What follows belongs to an exercise in optimizing a design on an open flow for small area; a production flow would make more cautious choices. The clock port is modelled as an ideal driver, which makes a skipped or thinned clock tree look cheaper than it is; a real chip needs a root buffer or a tree. Power is estimated from default activity; no workload was simulated.

job 9042:
==> flow/design.v <==
package tspes_pkg;
    localparam int PACKET_BYTES = 188;
    localparam logic [7:0] POS_BASE = 8'(256 - PACKET_BYTES);
endpackage
module tspes_beat_fifo
(
    input  logic        clk,
    input  logic        rst_n,
    input  logic        push,
    input  logic [7:0]  din,
    input  logic        pop,
    input  logic        clear,
    output logic [7:0]  head,
    output logic        not_empty,
    output logic        full,
    output logic        one
);
    logic [7:0] mem_reg [1:5];
    logic [2:0] count_reg;
    logic [5:1] at;
    assign at[1] = !count_reg[1] &&  count_reg[0];
    assign at[2] = !count_reg[2] &&  count_reg[1];
    assign at[3] =  count_reg[2] &&  count_reg[0];
    assign at[4] =  count_reg[1] && !count_reg[0];
    assign at[5] =  count_reg[2] && !count_reg[1];
    assign not_empty = count_reg[2] || count_reg[0];
    assign full      = at[5];
    assign one       = at[1];
    always_comb
    begin
        head = '0;
        for (int i = 1; i <= 5; i++)
            head = head | ({8{at[i]}} & mem_reg[i]);
    end
    always_ff @(posedge clk)
    begin
        if (push)
        begin
            mem_reg[1] <= din;
            for (int i = 2; i <= 5; i++)
                mem_reg[i] <= mem_reg[i-1];
        end
    end
    always_ff @(posedge clk or negedge rst_n)
    begin
        if (!rst_n)
            count_reg <= '0;
        else if (clear)
            count_reg <= '0;
        else if (push && !pop)
            count_reg <= {count_reg[1:0], !count_reg[2]};
        else if (pop && !push)
            count_reg <= {!count_reg[0], count_reg[2:1]};
    end
endmodule
import tspes_pkg::*;
module ts_pes_reassembler_core
(
    input  logic                clk,
    input  logic                rst_n,
    input  logic                ts_valid,
    output logic                ts_stall,
    input  logic [7:0]   ts_byte,
    output logic                pes_valid,
    input  logic                pes_stall,
    output logic [7:0]   pes_byte,
    output logic                pes_end,
    output logic [7:0]   pes_stream_id,
    output logic [15:0]         pes_total_length
);
    logic [7:0]  pos_reg;       
    logic        open_reg;      
    logic [15:0] left_reg;      
    logic [7:0]  sid_reg;
    logic [15:0] tot_reg;       
    logic        accept, taking, owed, hold, push, pop, clear;
    logic        at4, at5, at6, at7, at8, at9, past3, in_hdr;
    logic        cand, cand_next;
    logic        q_not_empty, q_full, q_one;
    logic [7:0]  pos_flip;
    logic        pos_wrap;
    logic [15:0] left_flip, tot_flip;
    logic        load_hi, load_lo;
    assign at4    = (pos_reg == POS_BASE + 8'd4);
    assign at5    = (pos_reg == POS_BASE + 8'd5);
    assign at6    = (pos_reg == POS_BASE + 8'd6);
    assign at7    = (pos_reg == POS_BASE + 8'd7);
    assign at8    = (pos_reg == POS_BASE + 8'd8);
    assign at9    = (pos_reg == POS_BASE + 8'd9);
    assign past3  = (pos_reg >= POS_BASE + 8'd4);
    assign in_hdr = (pos_reg >= POS_BASE + 8'd5) && (pos_reg <= POS_BASE + 8'd9);
    assign taking = open_reg && (left_reg != '0);
    assign cand   = !open_reg && q_not_empty;
    assign owed   = open_reg && (left_reg == '0);
    assign hold   = cand && !(at9 && ts_valid);
    assign ts_stall = (q_full && pes_stall) || (at4 && owed && (pes_stall || !q_one));
    assign accept   = ts_valid && !ts_stall;
    always_comb
    begin
        if (at4)
            cand_next = !taking && (ts_byte == 8'h00);
        else if (at5)
            cand_next = cand && (ts_byte == 8'h00);
        else if (at6)
            cand_next = cand && (ts_byte == 8'h01);
        else
            cand_next = cand;
    end
    assign push    = accept && (cand_next || (taking && past3));
    assign clear   = accept && cand && (at5 || at6) && !cand_next;
    assign load_hi = accept && cand && at8;
    assign load_lo = accept && cand && at9;
    always_comb
    begin
        logic t;
        t = accept;
        for (int i = 0; i < 8; i++)
        begin
            pos_flip[i] = t;
            t = t && pos_reg[i];
        end
        pos_wrap = t;
        t = accept && taking && past3;
        for (int i = 0; i < 8; i++)
        begin
            left_flip[i] = t;
            t = t && !left_reg[i];
        end
        t = accept && taking && past3 && (left_reg[7:0] == 8'd0);
        for (int i = 8; i < 16; i++)
        begin
            left_flip[i] = t;
            t = t && !left_reg[i];
        end
        t = push;
        for (int i = 0; i < 8; i++)
        begin
            tot_flip[i] = t;
            t = t && tot_reg[i];
        end
        t = push && (tot_reg[7:0] == 8'hff);
        for (int i = 8; i < 16; i++)
        begin
            tot_flip[i] = t;
            t = t && tot_reg[i];
        end
    end
    always_ff @(posedge clk)
    begin
        if (accept)
        begin
            if (cand && at7)
                sid_reg <= ts_byte;
        end
        left_reg[15:8] <= load_hi ? ts_byte : (left_reg[15:8] ^ left_flip[15:8]);
        left_reg[7:0]  <= load_lo ? ts_byte : (left_reg[7:0] ^ left_flip[7:0]);
        tot_reg <= (accept && cand && at7) ? 16'd4 : (tot_reg ^ tot_flip);
    end
    always_ff @(posedge clk or negedge rst_n)
    begin
        if (!rst_n)
        begin
            pos_reg  <= POS_BASE;
            open_reg <= 1'b0;
        end
        else
        begin
            pos_reg <= (pos_reg ^ pos_flip) | (POS_BASE & {8{pos_wrap}});
            if (load_lo)
                open_reg <= 1'b1;
            else if (pes_end && !pes_stall)
                open_reg <= 1'b0;
        end
    end
    assign pop = pes_valid && !pes_stall;
    tspes_beat_fifo u_fifo
    (
        .clk       (clk),
        .rst_n     (rst_n),
        .push      (push),
        .din       (ts_byte),
        .pop       (pop),
        .clear     (clear),
        .head      (pes_byte),
        .not_empty (q_not_empty),
        .full      (q_full),
        .one       (q_one)
    );
    assign pes_valid        = q_not_empty && !hold;
    assign pes_end          = owed && q_one;
    assign pes_stream_id    = pes_end ? sid_reg : 8'd0;
    assign pes_total_length = pes_end ? tot_reg : 16'd0;
endmodule
clock: 6.5 ns
lec_check: 0
cap_margin: 0
cell_pad_in_sites_detail_placement: 0
cell_pad_in_sites_global_placement: 0
core_margin: 2
core_utilization: 60
cts_buf_list: sky130_fd_sc_hd__clkbuf_8
gpl_timing_driven: 0
place_density: 0.75
slew_margin: 0
standard.sh (not shown) runs the stock make flow with config.mk's settings and CLKGATE_MAP_FILE= SYNTH_SCRIPT=/design/flow/synth_recipe.tcl, a recipe that flattens the netlist after the stock synthesis.
==> flow/flow/run.sh <==
#!/bin/bash
# The standard layout, with three changes: after floorplan the combinational
# logic is re-mapped for area by OpenROAD's restructure; the ports are
# buffered by the smallest buffer (sky130_fd_sc_hd__buf_1); and the clock
# port drives a few clock buffers directly, one per group of registers
# (flow/clock_groups.tcl), instead of TritonCTS's two-level tree.
set -euo pipefail
here=$(pwd)
mkdir -p "$here/rsz"
python3 flow/liberty_keep.py "$FLOW_HOME/platforms/sky130hd/lib/sky130_fd_sc_hd__tt_025C_1v80.lib" \
    "$here/rsz/keep.lib" \
    "sky130_fd_sc_hd__probe_p_8 sky130_fd_sc_hd__probec_p_8 sky130_fd_sc_hd__lpflow_*" \
    > liberty_keep.log 2>&1
export RSZ_LIB="$here/rsz/keep.lib"
export RSZ_DIR="$here/rsz"
bash standard.sh "POST_FLOORPLAN_TCL=$here/flow/restructure.tcl" \
    "BUFFER_PORTS_ARGS=-buffer_cell sky130_fd_sc_hd__buf_1" \
    "PRE_CTS_TCL=$here/flow/clock_groups.tcl" finish > flow_make.log 2>&1
Other scripts of this flow, unchanged in this note and not shown: flow/flow/clock_groups.tcl, flow/flow/liberty_keep.py, flow/flow/restructure.tcl
Job 9042 ran to completion and came out clean on the timing, design-rule and antenna checks.
Edits applied to the flow inputs when going from job 9042 to job 3122:
--- a/flow/design.v
+++ b/flow/design.v
@@ -16,22 +16,16 @@
     output logic        one
 );
     logic [7:0] mem_reg [1:5];
     logic [2:0] count_reg;
-    logic [5:1] at;
-    assign at[1] = !count_reg[1] &&  count_reg[0];
-    assign at[2] = !count_reg[2] &&  count_reg[1];
-    assign at[3] =  count_reg[2] &&  count_reg[0];
-    assign at[4] =  count_reg[1] && !count_reg[0];
-    assign at[5] =  count_reg[2] && !count_reg[1];
-    assign not_empty = count_reg[2] || count_reg[0];
-    assign full      = at[5];
-    assign one       = at[1];
+    assign not_empty = (count_reg != 3'd0);
+    assign full      = (count_reg == 3'd5);
+    assign one       = (count_reg == 3'd1);
     always_comb
     begin
         head = '0;
         for (int i = 1; i <= 5; i++)
-            head = head | ({8{at[i]}} & mem_reg[i]);
+            head = head | ({8{count_reg == 3'(i)}} & mem_reg[i]);
     end
     always_ff @(posedge clk)
     begin
         if (push)
@@ -47,11 +41,11 @@
             count_reg <= '0;
         else if (clear)
             count_reg <= '0;
         else if (push && !pop)
-            count_reg <= {count_reg[1:0], !count_reg[2]};
+            count_reg <= count_reg + 3'd1;
         else if (pop && !push)
-            count_reg <= {!count_reg[0], count_reg[2:1]};
+            count_reg <= count_reg - 3'd1;
     end
 endmodule
 import tspes_pkg::*;
 module ts_pes_reassembler_core
@@ -91,9 +85,9 @@
     assign in_hdr = (pos_reg >= POS_BASE + 8'd5) && (pos_reg <= POS_BASE + 8'd9);
     assign taking = open_reg && (left_reg != '0);
     assign cand   = !open_reg && q_not_empty;
     assign owed   = open_reg && (left_reg == '0);
-    assign hold   = cand && !(at9 && ts_valid);
+    assign hold   = cand && in_hdr && !(at9 && ts_valid);
     assign ts_stall = (q_full && pes_stall) || (at4 && owed && (pes_stall || !q_one));
     assign accept   = ts_valid && !ts_stall;
     always_comb
     begin
@@ -105,9 +99,9 @@
             cand_next = cand && (ts_byte == 8'h01);
         else
             cand_next = cand;
     end
-    assign push    = accept && (cand_next || (taking && past3));
+    assign push    = accept && ((cand_next && (at4 || in_hdr)) || (taking && past3));
     assign clear   = accept && cand && (at5 || at6) && !cand_next;
     assign load_hi = accept && cand && at8;
     assign load_lo = accept && cand && at9;
     always_comb
- Job 3122 -> job 9042: count of state elements after synthesis delta 0, exact match
- Of job 9042 and job 3122, job 9042 shows the lower via count, with job 3122 above it.
- Summary of job 3122 over job 9042: shortest clock period the worst path allows after layout rose 120 ps, met2 usage in global routing now sits lower, worst hold slack neither gained nor lost much, clock share of power was more or less identical.
- The lower flip-flop and latch share of the layout cell area came out of job 3122.
- ts_byte[1] as the start point of the critical path was reported by job 9042, and ts_byte[4] by job 3122.
- Relative to job 9042, sequential cell fraction of total power has decreased by 1.1 points in job 3122.
- Lower final period utilization goes to job 9042 over job 3122.
Function was not checked in any run of this note: the RTL went through the layout flow alone. In every run of this note, the design's own scripts or RTL, not TritonCTS, make the clock network.

re-timing with driven ports:
Ports are ideal in the flow. The routed layouts listed here were re-timed in OpenROAD. Step 1, drivers: a clkbuf_16 drives clk and a buf_2 each remaining input, both assumed. Step 2 adds t to the input delays and takes it off the output delays; t is the mean of the earliest and latest rising clock arrival at the registers after step 1. Input paths then give back, and output paths get back, about the clock's delay inside the block. a / b / c = ideal / step 1 / step 2; a / b = the first two.
| run | t (ns) | setup slack, ns | slew at the worst register clock pin (ns) | worst slew at a driven data input, ns |
|---|---|---|---|---|
| job 9042 | 0.232 | 0.518 / 0.563 / 0.330 | 0.11 / 0.11 | 0.04 |
| job 3122 | 0.233 | 0.393 / 0.437 / 0.204 | 0.11 / 0.11 | 0.04 |
After both steps every run listed still meets setup and hold. For job 3122, which loses most, drivers alone change the setup slack by +0.044 ns; drivers and shift together by -0.189 ns.
